This is an optimization exercise on Yosys and OpenROAD, whose aim is small area and a short achievable clock period, not a production implementation.
Where RTL was checked, it was by simulation tests only, not by an equivalence proof against the original.

south:
==> module xgmii2axis_rx, before the edit <==
module xgmii2axis_rx (
    input  logic        clk,
    input  logic        inv_aresetn,
    input  logic [63:0] xgmii_d_i,
    input  logic [7:0]  xgmii_c_i,
    output logic [63:0] m_axis_tdata_o,
    output logic [7:0]  m_axis_tkeep_o,
    output logic        m_axis_tvalid_o,
    output logic        m_axis_tlast_o,
    output logic        m_axis_tuser_o,
    output logic [31:0] good_frames_o,
    output logic [31:0] bad_frames_o
);
    function automatic logic [7:0] last_keep(input logic [2:0] lane);
        case (lane)
            3'd0: last_keep = 8'h0F;
            3'd1: last_keep = 8'h1F;
            3'd2: last_keep = 8'h3F;
            3'd3: last_keep = 8'h7F;
            3'd4: last_keep = 8'hFF;
            3'd5: last_keep = 8'h01;
            3'd6: last_keep = 8'h03;
            default: last_keep = 8'h07;
        endcase
    endfunction
    logic        x_start, x_data, x_beat;
    logic [7:0]  x_term_at;
    logic [63:0] held_q;
    logic        h_start0_q, h_data_q, h_start;
    logic [7:0]  h_term_at_q;
    logic        first_q, data_q;
    logic        h_frame, h_tail, h_end;
    logic [31:0] crc_q;
    logic [31:0] crc_next;
    logic        crc_ok;
    logic [7:0]  end_keep;
    logic        end_q;
    logic [63:0] tdata_q;
    logic [7:0]  tkeep_q;
    logic        tvalid_q, tlast_q, tuser_q;
    logic [31:0] good_q, bad_q;
    logic [63:0] ctrl_mask;
    always_comb begin
        ctrl_mask[7:0] = 8'h00;
        for (int l = 1; l < 8; l++) ctrl_mask[8*l +: 8] = {8{xgmii_c_i[l-1]}};
    end
    assign h_start = h_start0_q && (held_q[63:16] == 48'hD55555555555);
    assign h_frame = (first_q || data_q) && h_data_q;
    assign h_tail  = data_q && |h_term_at_q[7:5];
    assign h_end   = data_q && !h_data_q;
    xgmii_ctrl_decode u_decode (
        .xgmii_d_i   (xgmii_d_i),
        .xgmii_c_i   (xgmii_c_i),
        .start_lane0_o (x_start),
        .data_o      (x_data),
        .term_at_o   (x_term_at)
    );
    xgmii_rx_beat u_beat (
        .xgmii_d_i (xgmii_d_i[63:40]),
        .xgmii_c_i (xgmii_c_i),
        .frame_i   (h_frame),
        .end_i     (end_q),
        .beat_o    (x_beat)
    );
    crc32_d64 u_crc (
        .crc_i  (crc_q),
        .data_i (held_q),
        .crc_o  (crc_next)
    );
    xgmii_rx_check u_check (
        .crc_i     (crc_q),
        .term_at_i (h_term_at_q),
        .ok_o      (crc_ok)
    );
    always_comb begin
        end_keep = 8'hFF;
        for (int l = 0; l < 8; l++) begin
            if (h_term_at_q[l]) end_keep = last_keep(3'(l));
        end
    end
    always_ff @(posedge clk) begin
        held_q        <= xgmii_d_i & ~ctrl_mask;
        if (!h_end) h_term_at_q <= x_term_at;
        crc_q         <= (h_start && !data_q) ? xgmii_rx_pkg::CRC_PRESET : crc_next;
        if (h_frame || h_tail) tdata_q <= held_q;
        tkeep_q       <= end_q ? end_keep : 8'hFF;
        tlast_q       <= end_q;
        tuser_q       <= end_q && crc_ok;
        if (inv_aresetn) begin
            h_start0_q <= 1'b0;
            h_data_q  <= 1'b0;
            first_q   <= 1'b0;
            data_q    <= 1'b0;
            end_q     <= 1'b0;
            tvalid_q  <= 1'b0;
            good_q    <= '0;
            bad_q     <= '0;
        end else begin
            h_start0_q <= x_start;
            h_data_q  <= x_data;
            first_q   <= h_start && !data_q;
            data_q    <= h_frame;
            end_q     <= h_end;
            tvalid_q  <= x_beat;
            if (end_q) begin
                if (crc_ok) good_q <= good_q + 1'b1;
                else bad_q <= bad_q + 1'b1;
            end
        end
    end
    assign m_axis_tdata_o  = tdata_q;
    assign m_axis_tkeep_o  = tkeep_q;
    assign m_axis_tvalid_o = tvalid_q;
    assign m_axis_tlast_o  = tlast_q;
    assign m_axis_tuser_o  = tuser_q;
    assign good_frames_o   = good_q;
    assign bad_frames_o    = bad_q;
endmodule
Settings: LEC_CHECK=0, CAP_MARGIN=20, CORE_MARGIN=2, CORE_UTILIZATION=40, CTS_CLUSTER_DIAMETER=120, CTS_CLUSTER_SIZE=30, SLEW_MARGIN=20, SYNTH_HIERARCHICAL=1; clock period 15.0 ns.
standard.sh (not shown) runs the stock make flow with config.mk's settings and CLKGATE_MAP_FILE= SYNTH_SCRIPT=/design/flow/synth_recipe.tcl, a recipe that flattens the netlist after the stock synthesis.
==> flow/flow/run.sh <==
#!/bin/bash
# The standard layout, with plain buffers (not delay cells) on the ports, and timing repair
# aimed at a 4.08 ns period (setup margin 10.92 ns on the 15 ns clock)
set -euo pipefail
bash standard.sh "BUFFER_PORTS_ARGS=-buffer_cell sky130_fd_sc_hd__buf_1" SETUP_SLACK_MARGIN=10.92 finish > layout.log 2>&1
Changes in east relative to south:
--- a/flow/design.v
+++ b/flow/design.v
@@ -649,12 +649,13 @@
     logic        h_frame, h_tail, h_end;
     logic [31:0] crc_q;
     logic [31:0] crc_next;
     logic        crc_ok;
     logic [7:0]  end_keep;
     logic        end_q;
+    logic [7:0]  end_term_at_q;
     logic [63:0] tdata_q;
     logic [7:0]  tkeep_q;
     logic        tvalid_q, tlast_q, tuser_q;
     logic [31:0] good_q, bad_q;
     logic [63:0] ctrl_mask;
     always_comb begin
@@ -683,26 +684,27 @@
         .crc_i  (crc_q),
         .data_i (held_q),
         .crc_o  (crc_next)
     );
     xgmii_rx_check u_check (
         .crc_i     (crc_q),
-        .term_at_i (h_term_at_q),
+        .term_at_i (end_term_at_q),
         .ok_o      (crc_ok)
     );
     always_comb begin
         end_keep = 8'hFF;
         for (int l = 0; l < 8; l++) begin
-            if (h_term_at_q[l]) end_keep = last_keep(3'(l));
+            if (end_term_at_q[l]) end_keep = last_keep(3'(l));
         end
     end
     always_ff @(posedge clk) begin
         held_q        <= xgmii_d_i & ~ctrl_mask;
-        if (!h_end) h_term_at_q <= x_term_at;
+        h_term_at_q   <= x_term_at;
         crc_q         <= (h_start && !data_q) ? xgmii_rx_pkg::CRC_PRESET : crc_next;
         if (h_frame || h_tail) tdata_q <= held_q;
+        end_term_at_q <= h_term_at_q;
         tkeep_q       <= end_q ? end_keep : 8'hFF;
         tlast_q       <= end_q;
         tuser_q       <= end_q && crc_ok;
         if (inv_aresetn) begin
             h_start0_q <= 1'b0;
             h_data_q  <= 1'b0;
Notes after the runs:
Route | east vs south | wire shorter in east. A destination of the critical timing path of h_term_at_q[5]$_DFFE_PN_ is what south shows, while m_axis_tdata_o[32] belongs to east. The lower met3 layer usage reported by global route came out of east. From south to east the numbers moved as follows: worst setup margin went up by 5.7 ps, biggest cell delay along the critical path went down by 190 ps. There was hardly any difference in die outline width between south and east. east vs. south: number of vias after detailed routing -2.1%, design area -about 2.7%, wire length of the first global-routing pass -about 5%. Going from south to east, net total in the final layout shrinks by 46. Synthesized area per cell was lower in the run labelled south.
Function not checked in south: the RTL went through the layout flow alone.

xgmii2axis_rx, a different RTL version from the one above (not shown whole).
Size in the first run: about 1,300 cells after synthesis, about 250 flip-flops, roughly 210 I/O pins, roughly 13,000 um2 of cells after synthesis.
==> module xgmii2axis_rx, before the edit <==
module xgmii2axis_rx (
    input  logic        clk,
    input  logic        inv_aresetn,
    input  logic [63:0] xgmii_d_i,
    input  logic [7:0]  xgmii_c_i,
    output logic [63:0] m_axis_tdata_o,
    output logic [7:0]  m_axis_tkeep_o,
    output logic        m_axis_tvalid_o,
    output logic        m_axis_tlast_o,
    output logic        m_axis_tuser_o,
    output logic [31:0] good_frames_o,
    output logic [31:0] bad_frames_o
);
    function automatic logic [31:0] residue_at(input logic [2:0] lane);
        case (lane)
            3'd0: residue_at = 32'h842A3990;
            3'd1: residue_at = 32'h94784E13;
            3'd2: residue_at = 32'h1C759789;
            3'd3: residue_at = 32'h19F6EB51;
            3'd4: residue_at = 32'h9ADD2096;
            3'd5: residue_at = 32'h62932081;
            3'd6: residue_at = 32'h4E3D5E5C;
            default: residue_at = 32'h39DD08E2;
        endcase
    endfunction
    function automatic logic [7:0] last_keep(input logic [2:0] lane);
        case (lane)
            3'd0: last_keep = 8'h0F;
            3'd1: last_keep = 8'h1F;
            3'd2: last_keep = 8'h3F;
            3'd3: last_keep = 8'h7F;
            3'd4: last_keep = 8'hFF;
            3'd5: last_keep = 8'h01;
            3'd6: last_keep = 8'h03;
            default: last_keep = 8'h07;
        endcase
    endfunction
    logic        x_start, x_data, x_beat;
    logic [7:0]  x_term_at;
    logic [63:0] held_q;
    logic        h_start_q, h_data_q;
    logic [7:0]  h_term_at_q;
    logic        first_q, data_q;
    logic        h_frame, h_tail, h_end;
    logic [31:0] crc_q;
    logic [31:0] crc_next;
    logic        crc_hit;
    logic [7:0]  h_keep;
    logic        end_q, end_good_q;
    logic [63:0] tdata_q;
    logic [7:0]  tkeep_q;
    logic        tvalid_q, tlast_q, tuser_q;
    logic [31:0] good_q, bad_q;
    logic [63:0] ctrl_mask;
    always_comb begin
        for (int l = 0; l < 8; l++) ctrl_mask[8*l +: 8] = {8{xgmii_c_i[l]}};
    end
    assign h_frame = (first_q || data_q) && h_data_q;
    assign h_tail  = data_q && |h_term_at_q[7:5];
    assign h_end   = data_q && !h_data_q;
    xgmii_ctrl_decode u_decode (
        .xgmii_d_i   (xgmii_d_i),
        .xgmii_c_i   (xgmii_c_i),
        .start_o     (x_start),
        .data_o      (x_data),
        .term_at_o   (x_term_at)
    );
    xgmii_rx_beat u_beat (
        .xgmii_d_i (xgmii_d_i[63:40]),
        .xgmii_c_i (xgmii_c_i),
        .frame_i   (h_frame),
        .end_i     (end_q),
        .beat_o    (x_beat)
    );
    crc32_d64 u_crc (
        .crc_i  (crc_q),
        .data_i (held_q),
        .crc_o  (crc_next)
    );
    always_comb begin
        logic [31:0] residue;
        residue = '0;
        h_keep  = 8'hFF;
        for (int l = 0; l < 8; l++) begin
            if (h_term_at_q[l]) begin
                residue = residue | residue_at(3'(l));
                h_keep  = last_keep(3'(l));
            end
        end
        crc_hit = (|h_term_at_q) && (crc_next == residue);
    end
    always_ff @(posedge clk) begin
        held_q      <= xgmii_d_i & ~ctrl_mask;
        h_term_at_q <= x_term_at;
        crc_q       <= (h_start_q && !data_q) ? xgmii_rx_pkg::CRC_PRESET : crc_next;
        if (h_frame || h_tail) tdata_q <= held_q;
        end_good_q  <= crc_hit;
        if (!end_q) tkeep_q <= h_end ? h_keep : 8'hFF;
        tlast_q     <= end_q;
        tuser_q     <= end_q && end_good_q;
        if (inv_aresetn) begin
            h_start_q <= 1'b0;
            h_data_q  <= 1'b0;
            first_q   <= 1'b0;
            data_q    <= 1'b0;
            end_q     <= 1'b0;
            tvalid_q  <= 1'b0;
            good_q    <= '0;
            bad_q     <= '0;
        end else begin
            h_start_q <= x_start;
            h_data_q  <= x_data;
            first_q   <= h_start_q && !data_q;
            data_q    <= h_frame;
            end_q     <= h_end;
            tvalid_q  <= x_beat;
            if (end_q) begin
                if (end_good_q) good_q <= good_q + 1'b1;
                else bad_q <= bad_q + 1'b1;
            end
        end
    end
    assign m_axis_tdata_o  = tdata_q;
    assign m_axis_tkeep_o  = tkeep_q;
    assign m_axis_tvalid_o = tvalid_q;
    assign m_axis_tlast_o  = tlast_q;
    assign m_axis_tuser_o  = tuser_q;
    assign good_frames_o   = good_q;
    assign bad_frames_o    = bad_q;
endmodule
clock: 15.0 ns
lec_check: 0
cap_margin: 20
core_margin: 2
core_utilization: 40
cts_cluster_diameter: 90
cts_cluster_size: 24
slew_margin: 20
synth_hierarchical: 1
==> flow/flow/run.sh <==
#!/bin/bash
# The standard layout, with plain buffers (not delay cells) on the ports
set -euo pipefail
bash standard.sh "BUFFER_PORTS_ARGS=-buffer_cell sky130_fd_sc_hd__buf_2" finish > layout.log 2>&1
Next try:
--- a/flow/design.v
+++ b/flow/design.v
@@ -510,13 +510,14 @@
     logic [7:0]  h_term_at_q;
     logic        first_q, data_q;
     logic        h_frame, h_tail, h_end;
     logic [31:0] crc_q;
     logic [31:0] crc_next;
-    logic        crc_hit;
-    logic [7:0]  h_keep;
-    logic        end_q, end_good_q;
+    logic        crc_ok;
+    logic [7:0]  end_keep;
+    logic        end_q;
+    logic [7:0]  end_term_at_q;
     logic [63:0] tdata_q;
     logic [7:0]  tkeep_q;
     logic        tvalid_q, tlast_q, tuser_q;
     logic [31:0] good_q, bad_q;
     logic [63:0] ctrl_mask;
@@ -545,29 +546,29 @@
         .data_i (held_q),
         .crc_o  (crc_next)
     );
     always_comb begin
         logic [31:0] residue;
-        residue = '0;
-        h_keep  = 8'hFF;
+        residue  = '0;
+        end_keep = 8'hFF;
         for (int l = 0; l < 8; l++) begin
-            if (h_term_at_q[l]) begin
-                residue = residue | residue_at(3'(l));
-                h_keep  = last_keep(3'(l));
+            if (end_term_at_q[l]) begin
+                residue  = residue | residue_at(3'(l));
+                end_keep = last_keep(3'(l));
             end
         end
-        crc_hit = (|h_term_at_q) && (crc_next == residue);
+        crc_ok = (|end_term_at_q) && (crc_q == residue);
     end
     always_ff @(posedge clk) begin
-        held_q      <= xgmii_d_i & ~ctrl_mask;
-        h_term_at_q <= x_term_at;
-        crc_q       <= (h_start_q && !data_q) ? xgmii_rx_pkg::CRC_PRESET : crc_next;
+        held_q        <= xgmii_d_i & ~ctrl_mask;
+        h_term_at_q   <= x_term_at;
+        crc_q         <= (h_start_q && !data_q) ? xgmii_rx_pkg::CRC_PRESET : crc_next;
         if (h_frame || h_tail) tdata_q <= held_q;
-        end_good_q  <= crc_hit;
-        if (!end_q) tkeep_q <= h_end ? h_keep : 8'hFF;
-        tlast_q     <= end_q;
-        tuser_q     <= end_q && end_good_q;
+        end_term_at_q <= h_term_at_q;
+        tkeep_q       <= end_q ? end_keep : 8'hFF;
+        tlast_q       <= end_q;
+        tuser_q       <= end_q && crc_ok;
         if (inv_aresetn) begin
             h_start_q <= 1'b0;
             h_data_q  <= 1'b0;
             first_q   <= 1'b0;
             data_q    <= 1'b0;
@@ -581,11 +582,11 @@
             first_q   <= h_start_q && !data_q;
             data_q    <= h_frame;
             end_q     <= h_end;
             tvalid_q  <= x_beat;
             if (end_q) begin
-                if (end_good_q) good_q <= good_q + 1'b1;
+                if (crc_ok) good_q <= good_q + 1'b1;
                 else bad_q <= bad_q + 1'b1;
             end
         end
     end
     assign m_axis_tdata_o  = tdata_q;
The new run completed with no timing, DRC or antenna violations.
Maximum frequency is higher by 4.3%.
Register-to-register slack improves by 0.36 ns.
Wire length increases by 3.1%.
Setup slack improves by 0.19 ns.
Cell area increases by 2.8%.
Die area grows by 3.4%.
Sequential share of layout area went down by 0.56 points.
Count of clock-buffer cells in the layout goes up by 1.
Area after synthesis rose by 3.5%.
For the first run of this note, only the layout was checked, not whether the RTL still works.

Setup of lane 1:
xgmii2axis_rx, a different RTL version from the one above (not shown whole).
Size in the first run: about 260 flip-flops, ~0.013 mm^2 of cells after synthesis.
Design xgmii2axis_rx, start of the top module:
module xgmii2axis_rx (
    input  logic        clk,
    input  logic        inv_aresetn,
    input  logic [63:0] xgmii_d_i,
    input  logic [7:0]  xgmii_c_i,
    output logic [63:0] m_axis_tdata_o,
    output logic [7:0]  m_axis_tkeep_o,
    output logic        m_axis_tvalid_o,
    output logic        m_axis_tlast_o,
    output logic        m_axis_tuser_o,
    output logic [31:0] good_frames_o,
    output logic [31:0] bad_frames_o
);
    function automatic logic [31:0] residue_at(input logic [2:0] lane);
        case (lane)
            3'd0: residue_at = 32'h842A3990;
            3'd1: residue_at = 32'h94784E13;
            3'd2: residue_at = 32'h1C759789;
            3'd3: residue_at = 32'h19F6EB51;
            3'd4: residue_at = 32'h9ADD2096;
            3'd5: residue_at = 32'h62932081;
            3'd6: residue_at = 32'h4E3D5E5C;
            default: residue_at = 32'h39DD08E2;
        endcase
    endfunction
    function automatic logic [7:0] last_keep(input logic [2:0] lane);
        case (lane)
            3'd0: last_keep = 8'h0F;
            3'd1: last_keep = 8'h1F;
            3'd2: last_keep = 8'h3F;
            3'd3: last_keep = 8'h7F;
            3'd4: last_keep = 8'hFF;
            3'd5: last_keep = 8'h01;
            3'd6: last_keep = 8'h03;
            default: last_keep = 8'h07;
        endcase
    endfunction
    logic        x_start, x_data, x_beat;
    logic [7:0]  x_term_at;
    logic [63:0] held_q;
    logic        h_start0_q, h_data_q, h_start;
    logic [7:0]  h_term_at_q;
    logic        first_q, data_q;
    logic        h_frame, h_tail, h_end;
    logic [31:0] crc_q;
    logic [31:0] crc_next;
    logic        crc_ok;
    logic [7:0]  end_keep;
    logic        end_q;
    logic [7:0]  end_term_at_q;
    logic [63:0] tdata_q;
    logic [7:0]  tkeep_q;
    logic        tvalid_q, tlast_q, tuser_q;
    logic [31:0] good_q, bad_q;
    logic [63:0] ctrl_mask;
    always_comb begin
  ...
==> module xgmii2axis_rx, before the edit <==
module xgmii2axis_rx (
    input  logic        clk,
    input  logic        inv_aresetn,
    input  logic [63:0] xgmii_d_i,
    input  logic [7:0]  xgmii_c_i,
    output logic [63:0] m_axis_tdata_o,
    output logic [7:0]  m_axis_tkeep_o,
    output logic        m_axis_tvalid_o,
    output logic        m_axis_tlast_o,
    output logic        m_axis_tuser_o,
    output logic [31:0] good_frames_o,
    output logic [31:0] bad_frames_o
);
    function automatic logic [31:0] residue_at(input logic [2:0] lane);
        case (lane)
            3'd0: residue_at = 32'h842A3990;
            3'd1: residue_at = 32'h94784E13;
            3'd2: residue_at = 32'h1C759789;
            3'd3: residue_at = 32'h19F6EB51;
            3'd4: residue_at = 32'h9ADD2096;
            3'd5: residue_at = 32'h62932081;
            3'd6: residue_at = 32'h4E3D5E5C;
            default: residue_at = 32'h39DD08E2;
        endcase
    endfunction
    function automatic logic [7:0] last_keep(input logic [2:0] lane);
        case (lane)
            3'd0: last_keep = 8'h0F;
            3'd1: last_keep = 8'h1F;
            3'd2: last_keep = 8'h3F;
            3'd3: last_keep = 8'h7F;
            3'd4: last_keep = 8'hFF;
            3'd5: last_keep = 8'h01;
            3'd6: last_keep = 8'h03;
            default: last_keep = 8'h07;
        endcase
    endfunction
    logic        x_start, x_data, x_beat;
    logic [7:0]  x_term_at;
    logic [63:0] held_q;
    logic        h_start0_q, h_data_q, h_start;
    logic [7:0]  h_term_at_q;
    logic        first_q, data_q;
    logic        h_frame, h_tail, h_end;
    logic [31:0] crc_q;
    logic [31:0] crc_next;
    logic        crc_ok;
    logic [7:0]  end_keep;
    logic        end_q;
    logic [7:0]  end_term_at_q;
    logic [63:0] tdata_q;
    logic [7:0]  tkeep_q;
    logic        tvalid_q, tlast_q, tuser_q;
    logic [31:0] good_q, bad_q;
    logic [63:0] ctrl_mask;
    always_comb begin
        for (int l = 0; l < 8; l++) ctrl_mask[8*l +: 8] = {8{xgmii_c_i[l]}};
    end
    assign h_start = h_start0_q && (held_q[63:8] == 56'hD5555555555555);
    assign h_frame = (first_q || data_q) && h_data_q;
    assign h_tail  = data_q && |h_term_at_q[7:5];
    assign h_end   = data_q && !h_data_q;
    xgmii_ctrl_decode u_decode (
        .xgmii_d_i   (xgmii_d_i),
        .xgmii_c_i   (xgmii_c_i),
        .start_lane0_o (x_start),
        .data_o      (x_data),
        .term_at_o   (x_term_at)
    );
    xgmii_rx_beat u_beat (
        .xgmii_d_i (xgmii_d_i[63:40]),
        .xgmii_c_i (xgmii_c_i),
        .frame_i   (h_frame),
        .end_i     (end_q),
        .beat_o    (x_beat)
    );
    crc32_d64 u_crc (
        .crc_i  (crc_q),
        .data_i (held_q),
        .crc_o  (crc_next)
    );
    always_comb begin
        logic [31:0] residue;
        residue  = '0;
        end_keep = 8'hFF;
        for (int l = 0; l < 8; l++) begin
            if (end_term_at_q[l]) begin
                residue  = residue | residue_at(3'(l));
                end_keep = last_keep(3'(l));
            end
        end
        crc_ok = (|end_term_at_q) && (crc_q == residue);
    end
    always_ff @(posedge clk) begin
        held_q        <= xgmii_d_i & ~ctrl_mask;
        h_term_at_q   <= x_term_at;
        crc_q         <= (h_start && !data_q) ? xgmii_rx_pkg::CRC_PRESET : crc_next;
        if (h_frame || h_tail) tdata_q <= held_q;
        end_term_at_q <= h_term_at_q;
        tkeep_q       <= end_q ? end_keep : 8'hFF;
        tlast_q       <= end_q;
        tuser_q       <= end_q && crc_ok;
        if (inv_aresetn) begin
            h_start0_q <= 1'b0;
            h_data_q  <= 1'b0;
            first_q   <= 1'b0;
            data_q    <= 1'b0;
            end_q     <= 1'b0;
            tvalid_q  <= 1'b0;
            good_q    <= '0;
            bad_q     <= '0;
        end else begin
            h_start0_q <= x_start;
            h_data_q  <= x_data;
            first_q   <= h_start && !data_q;
            data_q    <= h_frame;
            end_q     <= h_end;
            tvalid_q  <= x_beat;
            if (end_q) begin
                if (crc_ok) good_q <= good_q + 1'b1;
                else bad_q <= bad_q + 1'b1;
            end
        end
    end
    assign m_axis_tdata_o  = tdata_q;
    assign m_axis_tkeep_o  = tkeep_q;
    assign m_axis_tvalid_o = tvalid_q;
    assign m_axis_tlast_o  = tlast_q;
    assign m_axis_tuser_o  = tuser_q;
    assign good_frames_o   = good_q;
    assign bad_frames_o    = bad_q;
endmodule
export LEC_CHECK = 0
export CAP_MARGIN = 20
export CORE_MARGIN = 2
export CORE_UTILIZATION = 40
export CTS_CLUSTER_DIAMETER = 90
export CTS_CLUSTER_SIZE = 24
export SLEW_MARGIN = 20
export SYNTH_HIERARCHICAL = 1
create_clock -name core_clock -period 15.0 [get_ports {clk}]
==> flow/flow/run.sh <==
#!/bin/bash
# The standard layout, with plain buffers (not delay cells) on the ports, and timing repair
# aimed at a 4.2 ns period (setup margin 10.8 ns on the 15 ns clock)
set -euo pipefail
bash standard.sh "BUFFER_PORTS_ARGS=-buffer_cell sky130_fd_sc_hd__buf_1" SETUP_SLACK_MARGIN=10.8 finish > layout.log 2>&1
For lane 2, these inputs were changed with respect to lane 1:
--- a/flow/design.v
+++ b/flow/design.v
@@ -513,8 +513,7 @@
     logic [31:0] crc_q;
     logic [31:0] crc_next;
-    logic        crc_ok;
-    logic [7:0]  end_keep;
-    logic        end_q;
-    logic [7:0]  end_term_at_q;
+    logic        crc_hit;
+    logic [7:0]  h_keep;
+    logic        end_q, end_good_q;
     logic [63:0] tdata_q;
     logic [7:0]  tkeep_q;
@@ -550,23 +549,23 @@
     always_comb begin
         logic [31:0] residue;
-        residue  = '0;
-        end_keep = 8'hFF;
+        residue = '0;
+        h_keep  = 8'hFF;
         for (int l = 0; l < 8; l++) begin
-            if (end_term_at_q[l]) begin
-                residue  = residue | residue_at(3'(l));
-                end_keep = last_keep(3'(l));
+            if (h_term_at_q[l]) begin
+                residue = residue | residue_at(3'(l));
+                h_keep  = last_keep(3'(l));
             end
         end
-        crc_ok = (|end_term_at_q) && (crc_q == residue);
+        crc_hit = (|h_term_at_q) && (crc_next == residue);
     end
     always_ff @(posedge clk) begin
-        held_q        <= xgmii_d_i & ~ctrl_mask;
-        h_term_at_q   <= x_term_at;
-        crc_q         <= (h_start && !data_q) ? xgmii_rx_pkg::CRC_PRESET : crc_next;
+        held_q      <= xgmii_d_i & ~ctrl_mask;
+        h_term_at_q <= x_term_at;
+        crc_q       <= (h_start && !data_q) ? xgmii_rx_pkg::CRC_PRESET : crc_next;
         if (h_frame || h_tail) tdata_q <= held_q;
-        end_term_at_q <= h_term_at_q;
-        tkeep_q       <= end_q ? end_keep : 8'hFF;
-        tlast_q       <= end_q;
-        tuser_q       <= end_q && crc_ok;
+        end_good_q  <= crc_hit;
+        if (!end_q) tkeep_q <= h_end ? h_keep : 8'hFF;
+        tlast_q     <= end_q;
+        tuser_q     <= end_q && end_good_q;
         if (inv_aresetn) begin
             h_start0_q <= 1'b0;
@@ -586,5 +585,5 @@
             tvalid_q  <= x_beat;
             if (end_q) begin
-                if (crc_ok) good_q <= good_q + 1'b1;
+                if (end_good_q) good_q <= good_q + 1'b1;
                 else bad_q <= bad_q + 1'b1;
             end
==> run notes <==
Taking lane 1 as the reference, in lane 2 die area lost 940 um^2; number of resized instances in the post-cts repair step picked up an extra 18; post-synthesis cell area lost about 2.7%.
Relative to lane 1, minimum setup slack after placement decreased by 9.8 ps in lane 2.
When lane 2 is set beside lane 1, its hold slack turns out to be 150 ps larger.
Lane 2 ended with less flip-flop and latch share of the layout cell area than lane 1.
Only the layout flow was run in lane 2; the RTL was not checked for function there.

==> port drivers added, routing unchanged <==
How much do the figures lean on ideal ports? The routed layouts below were timed once more, with nothing changed but the port constraints.
Step 1: set_driving_cell puts a clkbuf_16 on clk and a buf_2 on each other input, an assumption about the parent block.
Step 2 adds t to the input delays and takes it off the output delays; t is the mean of the earliest and latest rising clock arrival at the registers after step 1. Input paths then give back, and output paths get back, about the clock's delay inside the block.
Slacks: no drivers / after step 1 / after step 2; pairs: no drivers / after step 1.
run | t, ns | setup WS [ns] | clock arrival spread, ns
south | 0.546 | 10.933 / 10.897 / 10.423 | 0.028 / 0.028
east | 0.530 | 10.939 / 10.888 / 10.457 | 0.023 / 0.023
the first run of note 2 | 0.552 | 10.326 / 10.326 / 10.281 | 0.028 / 0.027
the second run of note 2 | 0.558 | 10.517 / 10.543 / 9.985 | 0.036 / 0.036
lane 1 | 0.551 | 10.866 / 10.814 / 10.401 | 0.030 / 0.031
lane 2 | 0.557 | 10.865 / 10.814 / 10.380 | 0.019 / 0.019
After both steps setup and hold are still met in every run listed. The setup slack of the second run of note 2, which loses most, moves by +0.026 ns with the drivers and by -0.532 ns with both steps.
